Source: an optimization exercise on an open RTL-to-GDS flow (aim: small area, a short achievable clock period and few clock cycles per item). Production flows keep margins and buffers that such runs may drop. In this exercise RTL edits were held to simulation tests only and were not proved equivalent to the original.

===== flow/design.v =====
package ssb_pkg;
    localparam int MUL_STEPS = 16;
    localparam int MAG_STEPS = 5;
    localparam logic [4:0] MAG_MULT = 5'd25;
    localparam logic [15:0] WEIGHT_RESET = 16'd6554;
endpackage
module slip_skid_ball_filter (
    input  logic        clk,
    input  logic        rst_n,
    input  logic        in_valid,
    output logic        in_ready,
    input  logic signed [15:0] lateral_accel,
    input  logic signed [15:0] vertical_accel,
    output logic        out_valid,
    input  logic        out_ready,
    output logic signed [23:0] ball_position,
    output logic [5:0]  sign_code,
    output logic [15:0] magnitude_hundredths,
    input  logic        cfg_wr_en,
    input  logic [15:0] cfg_wr_data
);
    logic        rdy_reg;                   
    logic        d_busy, d_busy_n;
    logic [4:0]  d_cnt, d_cnt_n;            
    logic        b_mul, b_mul_n;            
    logic        b_mag, b_mag_n;            
    logic [3:0]  b_cnt, b_cnt_n;
    logic        out_valid_reg, out_valid_n;
    logic        rdy_n;
    logic [15:0]        weight_reg;
    logic signed [23:0] smooth_reg;
    logic               d_neg;
    logic [15:0]        d_vload;       
    logic [15:0]        d_rem;         
    logic [22:0]        d_low;         
    logic               b_neg;         
    logic [22:0]        b_qx;
    logic               b_bit;         
    logic signed [24:0] b_acc;
    logic               lat_s;
    logic [15:0]        lat_x;
    logic [18:0]        lat_mag10;
    logic [15:0]        vload_in;
    logic d_last, b_mul_last, b_mag_last, handoff, commit;
    logic [15:0]        st_trial, st_rem;
    logic               st_q;
    logic signed [24:0] op;
    logic signed [25:0] acc_sum;
    logic signed [24:0] acc_next;
    logic               next_bit;
    assign d_last     = d_busy && (d_cnt == 5'd23);
    assign b_mul_last = b_mul && (b_cnt == 4'(ssb_pkg::MUL_STEPS - 1));
    assign b_mag_last = b_mag && (b_cnt == 4'(ssb_pkg::MAG_STEPS - 1));
    assign handoff    = d_busy && rdy_reg;
    assign commit     = b_mul_last && !out_valid_reg;
    assign in_ready   = rdy_reg;
    always_comb
    begin
        lat_s     = lateral_accel[15];
        lat_x     = lateral_accel ^ {16{lat_s}};
        lat_mag10 = {d_low[15:0], 3'b000} + {2'b00, d_low[15:0], 1'b0}
                  + {15'd0, d_neg, 1'b0, d_neg, 1'b0};
        vload_in  = (vertical_accel <= -16'sd4096) ? vertical_accel : 16'hF000;
    end
    always_comb
    begin
        st_trial = {d_rem[14:0], d_low[22]};
        st_rem   = st_trial + (d_vload ^ {16{d_rem[15]}}) + {15'd0, d_rem[15]};
        st_q     = ~st_rem[15];
    end
    always_comb
    begin
        if (b_bit)
            op = {{2{b_neg & b_mul}}, b_qx ^ {23{b_neg}}};
        else if (b_mul)
            op = {smooth_reg[23], smooth_reg};
        else
            op = '0;
        acc_sum  = {b_acc[24], b_acc} + {op[24], op} + {25'd0, b_bit & b_neg};
        acc_next = acc_sum[25:1];
        if (b_mul)
            next_bit = weight_reg[b_cnt + 4'd1];
        else
            next_bit = ssb_pkg::MAG_MULT[b_cnt + 4'd1];
    end
    always_comb
    begin
        d_busy_n = d_busy;
        d_cnt_n  = d_cnt;
        if (rdy_reg)
        begin
            d_busy_n = in_valid;
            d_cnt_n  = '0;
        end
        else if (!d_last)
            d_cnt_n = d_cnt + 1'b1;
        b_mul_n = b_mul;
        b_mag_n = b_mag;
        b_cnt_n = b_cnt;
        if (handoff)
        begin
            b_mul_n = 1'b1;
            b_mag_n = 1'b0;
            b_cnt_n = '0;
        end
        else if (commit)
        begin
            b_mul_n = 1'b0;
            b_mag_n = 1'b1;
            b_cnt_n = '0;
        end
        else if (b_mag_last)
            b_mag_n = 1'b0;
        else if ((b_mul && !b_mul_last) || b_mag)
            b_cnt_n = b_cnt + 1'b1;
        if (b_mag_last)
            out_valid_n = 1'b1;
        else if (out_ready)
            out_valid_n = 1'b0;
        else
            out_valid_n = out_valid_reg;
        rdy_n = !d_busy_n
             || (d_cnt_n == 5'd23 && !b_mul_n && !b_mag_n && !out_valid_n);
    end
    always_ff @(posedge clk or negedge rst_n)
    begin
        if (!rst_n)
        begin
            rdy_reg       <= 1'b1;
            d_busy        <= 1'b0;
            d_cnt         <= '0;
            b_mul         <= 1'b0;
            b_mag         <= 1'b0;
            b_cnt         <= '0;
            out_valid_reg <= 1'b0;
            weight_reg    <= ssb_pkg::WEIGHT_RESET;
            smooth_reg    <= '0;
        end
        else
        begin
            rdy_reg       <= rdy_n;
            d_busy        <= d_busy_n;
            d_cnt         <= d_cnt_n;
            b_mul         <= b_mul_n;
            b_mag         <= b_mag_n;
            b_cnt         <= b_cnt_n;
            out_valid_reg <= out_valid_n;
            if (commit)
                smooth_reg <= acc_next[23:0];
            if (cfg_wr_en)
                weight_reg <= cfg_wr_data;
        end
    end
    always_ff @(posedge clk)
    begin
        if (rdy_reg)
        begin
            d_neg   <= lat_s;
            d_vload <= vload_in;
            d_low   <= {7'd0, lat_x};
        end
        else if (d_cnt == 5'd0)
        begin
            d_rem   <= {4'd0, lat_mag10[18:7]};
            d_low   <= {lat_mag10[6:0], 16'd0};
        end
        else if (!d_last)
        begin
            d_rem <= st_rem;
            d_low <= {d_low[21:0], st_q};
        end
        if (handoff)
        begin
            b_neg <= d_neg;
            b_qx  <= {d_low[21:0], st_q};
            b_bit <= weight_reg[0];
            b_acc <= {smooth_reg[23], smooth_reg} + 25'sd32768;
        end
        else if (commit)
        begin
            b_neg <= acc_next[23];
            b_qx  <= acc_next[22:0];
            b_bit <= ssb_pkg::MAG_MULT[0];
            b_acc <= '0;
        end
        else if ((b_mul && !b_mul_last) || b_mag)
        begin
            b_bit <= next_bit;
            b_acc <= acc_next;
        end
    end
    assign out_valid            = out_valid_reg;
    assign ball_position        = smooth_reg;
    assign sign_code            = smooth_reg[23] ? 6'd45 : 6'd43;
    assign magnitude_hundredths = {2'b00, b_acc[22:9]};
endmodule

===== flow/constraint.sdc =====
create_clock -name core_clock -period 8.0 [get_ports {clk}]
set_input_delay 1.6000 -clock core_clock [delete_from_list [all_inputs] [get_ports {clk}]]
set_output_delay 1.6000 -clock core_clock [all_outputs]
set_load 0.01 [all_outputs]

===== flow/run.sh =====
#!/bin/bash
# synth_recipe.tcl (not shown) runs the flow's synth.tcl, then flattens the netlist and writes it again
# the make line also repeats each setting of config.mk as NAME=value (left out here)
make -C /OpenROAD-flow-scripts/flow DESIGN_CONFIG=/design/flow/config.mk WORK_HOME=/design/flow/orfs CLKGATE_MAP_FILE= SYNTH_SCRIPT=/design/flow/synth_recipe.tcl finish

===== flow/config.mk =====
export PLATFORM = sky130hd
export DESIGN_NAME = slip_skid_ball_filter
export DESIGN_NICKNAME = slip_skid_ball_filter
export VERILOG_FILES = /design/flow/design.v
export SDC_FILE = /design/flow/constraint.sdc
export NUM_CORES = 4
export LEC_CHECK = 0
export CAP_MARGIN = 20
export CORE_MARGIN = 2
export CORE_UTILIZATION = 40
export CTS_BUF_LIST = sky130_fd_sc_hd__clkbuf_4 sky130_fd_sc_hd__clkbuf_8
export SLEW_MARGIN = 20

==> out/results.ini, run 1 <==
[outcome]
status = timing/DRC/antenna clean

[clock_tree]
postCtsSetupBuffers = 0
htreeDepth = 4
clock_path_buffers = 2
numCtsBuffers = 17
cts_tree = yes
clock-root-buffer = clkbuf_8
worstSkewPairLatency_ps = 470
ctsHoldBuffers = 0
post_cts_resized = 0
cts_sinks = 160
clk_pin_slew_ps = 100

[route]
drc = 0
drt_wl_total_um = 27300
drt_pass1_iterations = 5
drt-wirelength-per-cell_um = 17.5
vias = 8711
post_drt_via_cell_ratio = 5.59
drt-initial-drc-count = 573
ant_nets = 0

[grt]
overflow = 0
grt_pass1_vias = 8451
grt_max_degree = 68
grt_antenna_before_repair = 0
grt_pass1_wl_um = 44100
gr-usage-all-layers = 0.193

[finish]
n_antenna_cell = 0
largest_register_ff_count = 25
multi_input_area_um2 = 6030
seq_area_um2 = 4470
final_nets = 1334
drive_gt1_frac = 0.0715
area_delta_synth_final_pct = 14.0
final_util = 0.463
fillCellCount = 2560
final_area_um2 = 12500

[timing]
min_period_over_period = 0.509
hold_ws_ps = 489
slew_violations = 0
skew_ps = 19.5
worstMarginPinSlew_ps = 889
relSlewSlack = 0.406
fin_crit_ps = 4080
clock.fmax_mhz = 245
setup-violations-final = 0
rsz0062_at_grt = no
finalSetupTns_ps = 0
hold_viol_final = 0

[floorplan]
die_w_um = 169
core_area_um2 = 27000
ios = 101
start_util = 0.406
row_count = 60
die-area_um2 = 28700
die_h_um = 169

[worst_setup_path]
worstPathRequired_ps = 8190
slowest_stage = edfxtp_1
worstReg2RegStart = b_neg
r2r_setup_slack_ps = 3920
cp_num_buf_inv = 1
cp_cell_sequence = buf_4 -> xor2_1 -> a22o_1 -> ha_1 -> a31oi_4 -> fa_1 -> nand2b_1 -> a211oi_1 -> o2111ai_1 -> a21boi_0 -> o21a_1 -> o32ai_1
crit_path_start_kind = register
crit_arrival_ps = 4260
path_max_fanout = 14
cp_top_family = compound AO/OA/AOI/OAI gates
path_class = register to register
r2r_end = b_acc[19]
cp_slowest_stage_delay_ps = 820
crit_path_end_kind = register
reg2reg_depth = 12

[worst_hold_path]
hold_end = d_low[20]
hp-class = register to register
worstHoldStart = d_low[20]
holdPathStages = 2

[synthesis]
synthSimpleGateAreaFrac = 0.153
synth_top_family_by_area = compound AO/OA/AOI/OAI gates
synth_cell_types = 74
synth_area_leaders = edfxtp_1 27%, dfrtp_1 11%, ha_1 8.5%
syn_inst = 1148
yosysWarnings = 1
synthAdderAreaFrac = 0.0900
netlist_area_um2 = 10900
synth_flop_cell = edfxtp_1
synth_top_area_frac = 0.272
synthMuxAreaShare = 0.0342
synth.largest_area_cell = edfxtp_1
yosysSeqAreaShare = 0.409
synth-edff-count = 99
avgSynthCellArea_um2 = 9.54
synth-xor-area-share = 0.0792
ys_ff_latch = 160
async_flop_share = 0.338
synth_compound_area_frac = 0.191

[flow_run]
cap_violations = 0

[placed_design]
routabilityCongestion = 0.928
placed_cell_area_um2 = 12100
port_buffers = 94
dp_hpwl_um = 19600

## cell usage after synthesis (5+ instances only)
master and n:
nand2_1 164, mux2i_1 7, a31oi_1 9, nor3_1 16
nand3_1 35, nor2b_1 5, a211oi_1 18, and2_1 18
a21o_1 26, ha_1 74, edfxtp_1 99, dfxtp_1 7
clkbuf_1 46, and3_1 12, o211ai_1 5, a21oi_1 57
nand3b_1 5, a211o_1 8, dfrtp_1 46, xnor2_1 28
nor2_1 61, dfstp_2 8, o21ai_0 90, inv_1 25
nand2b_1 10, mux2_2 22, buf_1 5, buf_4 23
xor2_1 71, a22o_1 25, o31ai_1 15, o21a_1 15
or3_1 5
## layout make-up
class,count,area share
Clock inverter,14,0.0126
Multi-Input combinational cell,892,0.483
Inverter,25,0.00752
Timing Repair Buffer,108,0.0840
Sequential cell,160,0.358
Tap cell,341,0.0342
Clock buffer,18,0.0198
## worst max-delay path by stage
| stage | from | to | depth (start not counted) |
|---|---|---|---|
| after floorplan | b_mul | b_qx[16] | 13 |
| after global placement | b_neg | b_acc[19] | 12 |
| after detailed placement | b_neg | b_acc[19] | 12 |
| after CTS | b_neg | b_acc[19] | 12 |
| after global routing | b_neg | b_acc[19] | 12 |
| final | b_neg | b_acc[19] | 12 |
## per-stage QoR
step / instances / setup slack (ps)
2_1_floorplan: 1153 / 4710
3_3_place_gp: 1525 / 4030
3_5_place_dp: 1525 / 3930
4_1_cts: 1557 / 3920
5_1_grt: 1558 / 3680
6_report: 1558 / 3920
## placed cells by master (no fill, tap or decap), types with 22 or more instances in the layout
master / Yosys / layout
nor2_1: 61 / 61
a21oi_1: 57 / 57
dfrtp_1: 46 / 46
inv_1: 25 / 25
clkdlybuf4s50_1: 0 / 93
nand3_1: 35 / 35
xnor2_1: 28 / 28
mux2_2: 22 / 22
edfxtp_1: 99 / 99
a21o_1: 26 / 26
xor2_1: 71 / 71
o21ai_0: 90 / 90
a22o_1: 25 / 25
ha_1: 74 / 74
nand2_1: 164 / 164
## worst register-to-register path: cells and delay by family (launching register included)
family          cells  cell delay [ps]
buf+inv             1              390
fa+ha+maj           2              720
xor+xnor            1              110
flops               1              820
compound gates      7             1570
simple gates        1              190
## per-layer routing
metal	wire length (um)	global-route usage	share of wire
met4	475	0.0561	0.017
met3	1120	0.0266	0.041
met5	0	0	0
met2	13200	0.334	0.49
met1	12400	0.253	0.46
## cells by family (layout without fill, tap and decap cells)
kind of cell               Yosys count  count (layout)
AOI/OAI and AO/OA                  316             316
xor gates and xnor gates            99              99
other                                2               7
adders and majority gates           77              77
buffers and inverters              101             165
DFF                                160             160
and+or+nand+nor                    361             361
muxes                               32              32
Testbench counts, summed over its fixed seeds: cycles 115,752, items 4,800.
==> inputs of run 2 (changes only) <==
--- a/flow/config.mk
+++ b/flow/config.mk
@@ -10,3 +10,4 @@
 export CORE_UTILIZATION = 40
 export CTS_BUF_LIST = sky130_fd_sc_hd__clkbuf_4 sky130_fd_sc_hd__clkbuf_8
+export SETUP_SLACK_MARGIN = 5.0
 export SLEW_MARGIN = 20
==> run 2 against run 1 <==
  * Register-to-register slack gained 780 ps
==> out/results.ini, run 2 <==
[timing]
setup_ws_ps = 4700
worstMarginPinSlew_ps = 920
fin_crit_ps = 3300
skew_ps = 24.1
rsz0062_at_grt = yes
slew_violations = 0
min_period_over_period = 0.413
clock.fmax_mhz = 303
hold_viol_final = 0
relSlewSlack = 0.385
finalSetupTns_ps = 0
setup-violations-final = 0

[synthesis]
async_flop_share = 0.338
ys_ff_latch = 160
yosysSeqAreaShare = 0.409
synth.most_common_cell = nand2_1
synth_cell_types = 74
netlist_area_um2 = 10900
avgSynthCellArea_um2 = 9.54
synth-edff-count = 99
synth_flop_cell = edfxtp_1
syn_inst = 1148
synth_common_cells = 164 x nand2_1, 99 x edfxtp_1, 90 x o21ai_0, 74 x ha_1, 71 x xor2_1
synth_area_leaders = edfxtp_1 27%, dfrtp_1 11%, ha_1 8.5%
synth_top_area_frac = 0.272
yosysWarnings = 1
synth.largest_area_cell = edfxtp_1

[floorplan]
die_w_um = 169
row_count = 60
ios = 101
die_h_um = 169
core_area_um2 = 27000
die-area_um2 = 28700
start_util = 0.406

[finish]
drive_gt1_frac = 0.221
most-common-layout-cells = 161 x nand2_1, 99 x edfxtp_1, 89 x buf_4
final_area_um2 = 14000
area_delta_synth_final_pct = 28.1
final_nets = 1425
fillCellCount = 2427
n_antenna_cell = 0
layout_commonest_cell = nand2_1
largest_register_ff_count = 25

[placed_design]
dp_hpwl_um = 19300
post-place-ws_ps = 4220
port_buffers = 94
routabilityCongestion = 0.915
placed_cell_area_um2 = 12100

[flow_run]
cap_violations = 0

[clock_tree]
worstSkewPairLatency_ps = 470
numCtsBuffers = 17
cts_tree = yes
cts_sinks = 160
clock_path_buffers = 2
clk_pin_slew_ps = 110
ctsHoldBuffers = 0
htreeDepth = 4
clock-root-buffer = clkbuf_8

[worst_setup_path]
crit_arrival_ps = 3640
path_max_fanout = 7
worstPathRequired_ps = 8340
path_class = register to register
crit_path_start_kind = register
crit_path_end_kind = register

[grt]
grt_max_degree = 65
overflow = 0
grt_pass1_vias = 8872
grt_pass1_wl_um = 46900
grt_antenna_before_repair = 0
gr-usage-all-layers = 0.207

[route]
drc = 0
vias = 9244
drt_wl_total_um = 30300
ant_nets = 0
post_drt_via_cell_ratio = 5.61
drt-wirelength-per-cell_um = 18.4
drt_pass1_iterations = 5
drt-initial-drc-count = 603

[worst_hold_path]
hp-class = register to register

[outcome]
status = timing/DRC/antenna clean

==> run 2: cell counts after synthesis <==
No cell type changed its count.
==> run 2: area by class of cell <==
cell class / count / area, um2 / share of cell area
clock inverters: 13 / 153 / 0.0109
multi-input cells: 892 / 6720 / 0.479
flip-flops and latches: 160 / 4490 / 0.320
repair buffers: 199 / 1900 / 0.135
clock buffers: 19 / 249 / 0.0178
well taps: 341 / 427 / 0.0304
inverters: 25 / 96.3 / 0.00687
==> run 2: repair_timing <==
| action | in CTS | in global routing |
|---|---|---|
| setup buffers | 61 | 25 |
| cloned | 6 | 0 |
| resized for setup | 135 | 97 |
| endpoints found under the setup margin | 182 | 82 |
| pin swaps | 46 | 55 |
==> run 2: logic make-up after synthesis <==
family,share of synthesized area
simple gates,0.153
compound gates,0.191
flops,0.409
buf+inv,0.0427
xor+xnor,0.0792
fa+ha+maj,0.0900
mux,0.0342
other cells,0.000686
==> run 2: worst paths after layout <==
check                                from       endpoint  slack (ps)  cells after the start
worst max-delay path                b_neg       b_qx[22]        4700                     12
worst min-delay path            d_low[20]      d_low[20]         480                      2
worst max register to register      b_neg       b_qx[22]        4700                     12
worst min register to register  d_low[20]      d_low[20]         480                      2
max in group asynchronous           rst_n          b_mul        6150                      2
min in group asynchronous           rst_n  smooth_reg[9]        1260                      2
==> run 2: critical path: stages, from the launching register on <==
cell,delay [ps]
edfxtp_1,380
buf_6,150
buf_4,150
buf_16,130
xor2_2,170
a22o_1,240
ha_4,320
nand2_1,60
o21ai_1,440
nor3_2,150
a211o_4,410
or4_4,500
nand3_2,80
==> run 2: metal layers <==
metal	vias up	routed length [um]	GRT usage
met5	-	0	0
met4	0	546	0.0572
met3	40	1400	0.0308
met2	271	15000	0.360
met1	4458	13400	0.269
li1	4475	-	-
==> run 2: per-stage QoR <==
stage / std cells / hold slack, ps / utilization
after detailed placement: 1525 / 471 / 0.448
after global routing: 1649 / 534 / 0.520
after floorplan: 1153 / 445 / -
after global placement: 1525 / 468 / 0.448
final: 1649 / 484 / 0.520
after CTS: 1624 / 484 / 0.501
==> inputs of run 3 (changes only) <==
--- a/flow/config.mk
+++ b/flow/config.mk
@@ -9,5 +9,5 @@
 export CORE_MARGIN = 2
 export CORE_UTILIZATION = 40
-export CTS_BUF_LIST = sky130_fd_sc_hd__clkbuf_4 sky130_fd_sc_hd__clkbuf_8
 export SETUP_SLACK_MARGIN = 5.0
 export SLEW_MARGIN = 20
+export TNS_END_PERCENT = 100
==> run 3 against run 2 <==
  * Via count grew 0.69%
  * Setup slack better by 49 ps
  * Cell count down 0.91%
  * Synthesized cell count is the same
  * Highest routed layer unchanged
==> out/results.ini, run 3 <==
[grt]
grt_pass1_vias = 8773
gr-usage-all-layers = 0.203
grt_pass1_wl_um = 46200
grt_antenna_before_repair = 0
grt_max_degree = 65
overflow = 0

[clock_tree]
clock_path_buffers = 2
worstSkewPairLatency_ps = 430
clk_pin_slew_ps = 70
clock-root-buffer = clkbuf_16
cts_tree = yes
cts_sinks = 160
numCtsBuffers = 17
htreeDepth = 4

[route]
drc = 0
drt_wl_total_um = 29900
ant_nets = 0
drt-initial-drc-count = 551
drt-wirelength-per-cell_um = 18.3
post_drt_via_cell_ratio = 5.70
vias = 9308
drt_pass1_iterations = 5

[timing]
slew_violations = 0
rsz0062_at_grt = yes
min_period_over_period = 0.406
worstMarginPinSlew_ps = 945
setup_ws_ps = 4750
relSlewSlack = 0.369
clock.fmax_mhz = 308
hold_viol_final = 0
fin_crit_ps = 3250
hold_ws_ps = 480
finalSetupTns_ps = 0
skew_ps = 14.0
setup-violations-final = 0

[worst_setup_path]
crit_arrival_ps = 3380
worstPathRequired_ps = 8130
cp_slowest_stage_delay_ps = 440
cp_num_buf_inv = 1
crit_path_end_kind = register
path_class = register to register
path_max_fanout = 6
worstReg2RegStart = b_neg
crit_path_start_kind = register
cp_top_family = compound AO/OA/AOI/OAI gates
cp_cell_sequence = buf_12 -> xor2_2 -> a22o_4 -> ha_4 -> a31oi_4 -> fa_2 -> nand2b_4 -> a211oi_4 -> o2111ai_2 -> a21oi_2 -> o21a_1 -> o32ai_2
slowest_stage = edfxtp_1
critPathLaunch = b_neg

[synthesis]
synth_common_cells = 164 x nand2_1, 99 x edfxtp_1, 90 x o21ai_0, 74 x ha_1, 71 x xor2_1
syn_inst = 1148
synth_area_leaders = edfxtp_1 27%, dfrtp_1 11%, ha_1 8.5%
synth_flop_cell = edfxtp_1
ys_ff_latch = 160
avgSynthCellArea_um2 = 9.54
netlist_area_um2 = 10900
synth.largest_area_cell = edfxtp_1
synth_top_area_frac = 0.272
async_flop_share = 0.338
yosysWarnings = 1
synth_cell_types = 74
yosysSeqAreaShare = 0.409
synth-edff-count = 99
synth.most_common_cell = nand2_1

[finish]
fillCellCount = 2408
largest_register_ff_count = 25
most-common-layout-cells = 162 x nand2_1, 99 x edfxtp_1, 77 x buf_4
n_antenna_cell = 0
area_delta_synth_final_pct = 28.1
layout_commonest_cell = nand2_1
drive_gt1_frac = 0.205
final_nets = 1410

[floorplan]
die_w_um = 169
start_util = 0.406
core_area_um2 = 27000
ios = 101
row_count = 60
die-area_um2 = 28700
die_h_um = 169

[worst_hold_path]
hp-class = register to register
worstHoldStart = d_low[20]

[placed_design]
dp_hpwl_um = 19300
post-place-ws_ps = 4220
port_buffers = 94
routabilityCongestion = 0.915

[outcome]
status = timing/DRC/antenna clean

[flow_run]
cap_violations = 0

==> run 3: worst register-to-register path: stages, from the launching register on <==
cell and delay, ps:
edfxtp_1 440, buf_12 170, xor2_2 140, a22o_4 230, ha_4 270, a31oi_4 80, fa_2 380, nand2b_4 170
a211oi_4 280, o2111ai_2 220, a21oi_2 270, o21a_1 210, o32ai_2 100
==> run 3: logic make-up after synthesis <==
kind of cell / after synthesis / share of synthesized area
AO/OA/AOI/OAI: 316 / 0.191
XOR/XNOR: 99 / 0.0792
adder cells (fa/ha/maj): 77 / 0.0900
buffers and inverters: 101 / 0.0427
flip-flops: 160 / 0.409
multiplexers: 32 / 0.0342
other: 2 / 0.000686
AND/OR/NAND/NOR: 361 / 0.153
==> run 3: cell type report <==
type,instances,area (um2),area share
multi-input cells,892,6650,0.474
clock buffers,19,433,0.0309
flip-flops and latches,160,4490,0.320
well taps,341,427,0.0304
clock inverters,13,153,0.0109
repair buffers,184,1780,0.127
inverters,25,96.3,0.00687
==> run 3: per-layer routing <==
layer	wire length, um	track usage	share of wire
met5	0	0	0
met1	13100	0.267	0.44
met2	14600	0.348	0.49
met3	1560	0.0313	0.052
met4	691	0.0598	0.023
==> run 3: path summary, 6_finish.rpt <==
kind / endpoint / slack, ps / cells past startpoint
max reg2reg: b_acc[23] / 4750 / 12
max: b_acc[23] / 4750 / 12
min in group asynchronous: smooth_reg[9] / 1310 / 2
min: d_low[20] / 480 / 2
min reg2reg: d_low[20] / 480 / 2
max in group asynchronous: b_mul / 6110 / 2
==> run 3: repair_timing <==
action | in CTS | in global routing
resized for setup | 84 | 110
setup endpoints to repair | 166 | 114
hold buffers | 0 | 0
gates cloned | 5 | 0
pin swaps | 19 | 50
buffers inserted | 37 | 35
==> run 3: metrics by stage <==
step / instance area [um2] / utilization / cells
floorplan: 11000 / - / 1153
global placement: 12100 / 0.448 / 1525
detailed placement: 12100 / 0.448 / 1525
CTS: 13300 / 0.494 / 1599
global route: 14000 / 0.520 / 1634
finish: 14000 / 0.520 / 1634
==> inputs of run 4 (changes only) <==
--- a/flow/config.mk
+++ b/flow/config.mk
@@ -9,5 +9,4 @@
 export CORE_MARGIN = 2
 export CORE_UTILIZATION = 40
-export SETUP_SLACK_MARGIN = 5.0
+export SETUP_SLACK_MARGIN = 4.5
 export SLEW_MARGIN = 20
-export TNS_END_PERCENT = 100
==> run 4 against run 3 <==
  * Setup slack worse by 140 ps
  * Via count down 5.8%
  * Global-route usage is 0.82 points lower
  * Utilization down 4.1 points
  * Final area shrank 7.8%
  * Fmax fell by 4.0%
  * Clock-buffer cell count down 1
  * Sequential cell count unchanged
  * Critical path depth down 10
  * Critical endpoint is now in_ready
  * Largest cell class unchanged
  * Highest routed layer unchanged
==> out/results.ini, run 4 <==
[placed_design]
routabilityCongestion = 0.928
placed_cell_area_um2 = 12100
post-place-ws_ps = 3930
dp_hpwl_um = 19600
port_buffers = 94

[synthesis]
synthSimpleGateAreaFrac = 0.153
synth.most_common_cell = nand2_1
netlist_area_um2 = 10900
synth.largest_area_cell = edfxtp_1
synthMuxAreaShare = 0.0342
ys_ff_latch = 160
async_flop_share = 0.338
synth-edff-count = 99
synth_top_family_by_area = compound AO/OA/AOI/OAI gates
synth-xor-area-share = 0.0792
yosysWarnings = 1
synth_area_leaders = edfxtp_1 27%, dfrtp_1 11%, ha_1 8.5%
synth_common_cells = 164 x nand2_1, 99 x edfxtp_1, 90 x o21ai_0, 74 x ha_1, 71 x xor2_1
synth_compound_area_frac = 0.191
yosysSeqAreaShare = 0.409
avgSynthCellArea_um2 = 9.54
synthAdderAreaFrac = 0.0900
synth_top_area_frac = 0.272
synth_flop_cell = edfxtp_1
syn_inst = 1148
synth_cell_types = 74

[timing]
relSlewSlack = 0.403
min_period_over_period = 0.424
clock.fmax_mhz = 295
skew_ps = 14.4
hold_viol_final = 0
slew_violations = 0
setup-violations-final = 0
worstMarginPinSlew_ps = 893
fin_crit_ps = 3390
finalSetupTns_ps = 0
rsz0062_at_grt = no
setup_ws_ps = 4610

[clock_tree]
cts_tree = yes
clk_pin_slew_ps = 60
clock-root-buffer = clkbuf_16
worstSkewPairLatency_ps = 440
ctsHoldBuffers = 0
clock_path_buffers = 2
cts_sinks = 160
htreeDepth = 4
numCtsBuffers = 17

[grt]
grt_max_degree = 68
grt_pass1_wl_um = 44400
gr-usage-all-layers = 0.195
grt_antenna_before_repair = 0
grt_pass1_vias = 8505
overflow = 0

[worst_setup_path]
worstPathRequired_ps = 6400
cp_cell_sequence = buf_12 -> clkdlybuf4s50_1
crit_path_start_kind = register
crit_path_end_kind = output pin
cp_slowest_stage_delay_ps = 600
cp_top_family = buffers and inverters
path_max_fanout = 34
critPathLaunch = rdy_reg
r2r_setup_slack_ps = 4660
cp_num_buf_inv = 2
slowest_stage = dfstp_2
path_class = register to output pin
crit_arrival_ps = 1790
worstReg2RegStart = b_bit

[worst_hold_path]
worstHoldStart = d_low[16]
hp-class = register to register

[floorplan]
die_h_um = 169
start_util = 0.406
ios = 101
die_w_um = 169
row_count = 60
core_area_um2 = 27000
die-area_um2 = 28700

[finish]
largest_register_ff_count = 25
final_nets = 1347
drive_gt1_frac = 0.0935
final_area_um2 = 12900
n_antenna_cell = 0
fillCellCount = 2521
most-common-layout-cells = 164 x nand2_1, 99 x edfxtp_1, 93 x clkdlybuf4s50_1
area_delta_synth_final_pct = 18.1
layout_commonest_cell = nand2_1

[flow_run]
cap_violations = 0

[route]
ant_nets = 0
post_drt_via_cell_ratio = 5.58
vias = 8766
drt-wirelength-per-cell_um = 17.8
drt_wl_total_um = 28000
drt_pass1_iterations = 6
drt-initial-drc-count = 575
drc = 0

[outcome]
status = timing/DRC/antenna clean

## run 4: cell count changes in the layout (fill, tap and decap cells not counted), moves of 10 or more
cell / before / now
buf_4: 77 / 20
clkdlybuf4s50_1: 73 / 93
dfrtp_1: 35 / 45
dfrtp_2: 11 / 1
ha_1: 51 / 74
ha_2: 11 / 0
ha_4: 12 / 0
o21ai_0: 66 / 88
o21ai_1: 23 / 3
## run 4: area by class of cell
cell class,instances,area [um2],share of cell area
Multi-Input combinational cell,892,6120,0.474
Sequential cell,160,4480,0.346
Timing Repair Buffer,121,1210,0.0939
Clock buffer,18,439,0.0340
Tap cell,341,427,0.0330
Clock inverter,14,158,0.0122
Inverter,25,93.8,0.00726
## run 4: routing by layer
metal,GRT usage,vias to the layer above,wire length (um)
li1,-,4315,-
met1,0.255,4201,12700
met2,0.334,220,13600
met3,0.0275,30,1090
met4,0.0647,0,523
met5,0,-,0
## run 4: cells by family after synthesis
group / Yosys count
adders and majority gates: 77
muxes: 32
other: 2
xor gates and xnor gates: 99
and+or+nand+nor: 361
AOI/OAI and AO/OA: 316
DFF: 160
buffers and inverters: 101
## run 4: path summary, 6_finish.rpt
| check | to | cells past startpoint |
|---|---|---|
| worst max-delay path | in_ready | 2 |
| worst min-delay path | d_low[16] | 2 |
| worst max register to register | b_acc[19] | 14 |
| worst min register to register | d_low[16] | 2 |
| max in group asynchronous | b_mul | 2 |
| min in group asynchronous | smooth_reg[9] | 2 |
## run 4: per-stage QoR
stage / hold WS [ps] / util / cells
global placement: 471 / 0.448 / 1525
detailed placement: 476 / 0.448 / 1525
global route: 525 / 0.480 / 1571
floorplan: 445 / - / 1153
finish: 487 / 0.480 / 1571
CTS: 486 / 0.473 / 1562
## run 4: worst min-delay path, cell delays in order, from the launching register on
cell	delay (ps)
dfxtp_1	330
nand2_1	60
a21oi_1	50
## run 4: timing repair
action	CTS	global route
setup endpoints to repair	50	36
gates resized for setup	13	15
pin swaps	3	7
hold endpoints to repair	0	0
gates cloned	0	2
setup buffers	5	6
==> inputs of run 5 (changes only) <==
--- a/flow/design.v
+++ b/flow/design.v
@@ -37,4 +37,5 @@
     logic [22:0]        b_qx;
     logic               b_bit;         
+    logic               b_sel_s;       
     logic signed [24:0] b_acc;
     logic               lat_s;
@@ -71,10 +72,6 @@
     always_comb
     begin
-        if (b_bit)
-            op = {{2{b_neg & b_mul}}, b_qx ^ {23{b_neg}}};
-        else if (b_mul)
-            op = {smooth_reg[23], smooth_reg};
-        else
-            op = '0;
+        op = ({{2{b_neg & b_mul}}, b_qx ^ {23{b_neg}}} & {25{b_bit}})
+           | ({smooth_reg[23], smooth_reg} & {25{b_sel_s}});
         acc_sum  = {b_acc[24], b_acc} + {op[24], op} + {25'd0, b_bit & b_neg};
         acc_next = acc_sum[25:1];
@@ -175,4 +172,5 @@
             b_qx  <= {d_low[21:0], st_q};
             b_bit <= weight_reg[0];
+            b_sel_s <= !weight_reg[0];
             b_acc <= {smooth_reg[23], smooth_reg} + 25'sd32768;
         end
@@ -182,4 +180,5 @@
             b_qx  <= acc_next[22:0];
             b_bit <= ssb_pkg::MAG_MULT[0];
+            b_sel_s <= 1'b0;
             b_acc <= '0;
         end
@@ -187,4 +186,5 @@
         begin
             b_bit <= next_bit;
+            b_sel_s <= b_mul && !next_bit;
             b_acc <= acc_next;
         end
--- a/flow/config.mk
+++ b/flow/config.mk
@@ -8,5 +8,5 @@
 export CAP_MARGIN = 20
 export CORE_MARGIN = 2
-export CORE_UTILIZATION = 40
+export CORE_UTILIZATION = 50
 export SETUP_SLACK_MARGIN = 4.5
 export SLEW_MARGIN = 20
==> run 5 against run 4 <==
  * Register-to-register slack got worse by 50 ps
  * Synthesized cell count fell by 3.2%
  * Area after synthesis down 2.6%
  * Critical path depth unchanged
  * Non-clock buffer count down 9
  * Fmax shrank 0.36%
  * First-iteration DRC count is 17% lower
  * Hold slack about the same
  * Setup slack worse by 12 ps
  * Die area shrank 22%
  * Sequential cell count up 1
==> out/results.ini, run 5 <==
[outcome]
status = timing/DRC/antenna clean

[finish]
seq_area_um2 = 4500
layout_commonest_cell = nand2_1
area_delta_synth_final_pct = 16.4
drive_gt1_frac = 0.0888
instances_no_fill = 1457
most-common-layout-cells = 155 x nand2_1, 100 x edfxtp_1, 93 x clkdlybuf4s50_1
largest_register_ff_count = 25
final_nets = 1299
multi_input_area_um2 = 5790
n_antenna_cell = 0
fillCellCount = 1879

[worst_setup_path]
path_class = register to output pin
r2r_setup_slack_ps = 4610
crit_path_end_kind = output pin
worstPathRequired_ps = 6400
crit_arrival_ps = 1800
slowest_stage = dfstp_2
cp_num_buf_inv = 2
worstReg2RegStart = b_neg
path_depth = 2
r2r_end = b_acc[23]
cp_cell_sequence = buf_12 -> clkdlybuf4s50_1
crit_path_start_kind = register
cp_top_family = buffers and inverters
reg2reg_depth = 13
cp_slowest_stage_delay_ps = 600
path_max_fanout = 33

[clock_tree]
cts_tree = yes
worstSkewPairLatency_ps = 440
cts_sinks = 161
ctsHoldBuffers = 0
htreeDepth = 4
clk_pin_slew_ps = 70
numCtsBuffers = 17
clock-root-buffer = clkbuf_16
clock_path_buffers = 2

[grt]
grt.met3_usage = 0.0378
top_usage_layer = met2
grt_max_degree = 66
grt_pass1_vias = 7946
grt_use_met2 = 0.398
grt_antenna_before_repair = 0
grt_pass1_wl_um = 41300
met1_usage = 0.315
gr-usage-all-layers = 0.235
overflow = 0

[synthesis]
avgSynthCellArea_um2 = 9.60
synth_flop_cell = edfxtp_1
synth-edff-count = 100
netlist_area_um2 = 10700
synth_common_cells = 155 x nand2_1, 100 x edfxtp_1, 93 x o21ai_0, 83 x xor2_1
synth_top_area_frac = 0.282
syn_inst = 1111
ys_ff_latch = 161
yosysWarnings = 1
yosysSeqAreaShare = 0.422
synth.largest_area_cell = edfxtp_1
synth_cell_types = 71
synth.most_common_cell = nand2_1
synth_area_leaders = edfxtp_1 28%, dfrtp_1 11%, ha_1 8.7%
async_flop_share = 0.335

[worst_hold_path]
holdPathStages = 2
worstHoldStart = d_low[16]
hp-class = register to register
hold_end = d_low[16]

[route]
drt-initial-drc-count = 479
ant_nets = 0
drt-wirelength-per-cell_um = 17.7
drc = 0
drt_wl_total_um = 25800
vias = 8322
drt_pass1_iterations = 5
post_drt_via_cell_ratio = 5.71

[floorplan]
ios = 101
die_h_um = 150
die_w_um = 150
die-area_um2 = 22500
core_area_um2 = 21000
start_util = 0.509
row_count = 53

[timing]
min_period_over_period = 0.425
relSlewSlack = 0.318
slew_violations = 0
rsz0062_at_grt = yes
clock.fmax_mhz = 294
worstMarginPinSlew_ps = 1020
hold_viol_final = 0
finalSetupTns_ps = 0
setup-violations-final = 0
skew_ps = 8.57
fin_crit_ps = 3400

[flow_run]
cap_violations = 0

[placed_design]
dp_hpwl_um = 18200
dp_cells = 1420
routabilityCongestion = 0.898
port_buffers = 94

==> run 5: what timing repair did <==
action,in CTS,in global routing
setup buffers,1,2
cloned,0,2
pin swaps,2,7
endpoints found under the hold margin,0,0
gates resized for setup,7,10
endpoints found under the setup margin,26,18
==> run 5: layer usage <==
layer,wire [um],share of wire
met4,390,0.015
met3,1000,0.039
met2,12700,0.49
met1,11800,0.46
met5,0,0
==> run 5: stage by stage <==
| stage | setup slack (ps) | hold WS (ps) | utilization | cell area, um2 |
|---|---|---|---|---|
| 3_5_place_dp | 4210 | 478 | 0.558 | 11700 |
| 2_1_floorplan | 4840 | 446 | - | 10700 |
| 5_1_grt | 4490 | 509 | 0.593 | 12400 |
| 4_1_cts | 4490 | 488 | 0.587 | 12300 |
| 3_3_place_gp | 4260 | 479 | 0.558 | 11700 |
| 6_report | 4600 | 487 | 0.593 | 12400 |
==> run 5: worst min-delay path, cell delays in order (launching register included) <==
cell and delay [ps]:
dfxtp_1 330, nand2_1 60, a21oi_1 50
==> run 5: final cells by class <==
cell class,count,area share
multi-input combinational,860,0.467
sequential,161,0.363
timing repair buffer,112,0.0911
clock buffer,20,0.0377
tap,275,0.0277
clock inverter,12,0.00907
inverter,17,0.00514
==> run 5: worst max-delay path by stage <==
| stage | from | endpoint | slack, ps |
|---|---|---|---|
| after floorplan | b_neg | b_qx[18] | 4840 |
| after global placement | b_neg | b_acc[23] | 4260 |
| after detailed placement | b_neg | b_acc[23] | 4210 |
| after CTS | b_neg | b_acc[23] | 4490 |
| after global routing | b_neg | b_qx[14] | 4490 |
| final | rdy_reg | in_ready | 4600 |
==> run 5: logic make-up after synthesis <==
group                      count (synthesis)  synth area share
DFF                                      161             0.422
adders and majority gates                 77            0.0925
buffers and inverters                     95            0.0419
AOI/OAI and AO/OA                        286             0.170
and+or+nand+nor                          346             0.145
xor gates and xnor gates                 116            0.0953
muxes                                     28            0.0317
other                                      2          0.000704

-- separate check: timing with driven ports --
How much do the figures lean on ideal ports? The routed layouts below were timed once more, with nothing changed but the port constraints. Step 1, drivers: a clkbuf_16 drives clk and a buf_2 each remaining input, both assumed. Step 2 adds t to the input delays and takes it off the output delays; t is the mean of the earliest and latest rising clock arrival at the registers after step 1. Input paths then give back, and output paths get back, about the clock's delay inside the block. Three values: ideal, step 1, step 2; two values: the first two.
run | t (ns) | setup WS [ns] | worst data-port slew with drivers (ns) | pins driven straight from the clock port
run 1 | 0.501 | 3.924 / 3.924 / 3.924 | 0.05 | 1
run 2 | 0.497 | 4.699 / 4.699 / 4.627 | 0.04 | 1
run 3 | 0.474 | 4.748 / 4.748 / 4.668 | 0.04 | 1
run 4 | 0.478 | 4.611 / 4.562 / 4.527 | 0.05 | 1
run 5 | 0.478 | 4.599 / 4.553 / 4.560 | 0.05 | 1
After both steps every run listed still meets setup and hold. The setup slack of run 4, which loses most, moves by -0.049 ns with the drivers and by -0.084 ns with both steps.
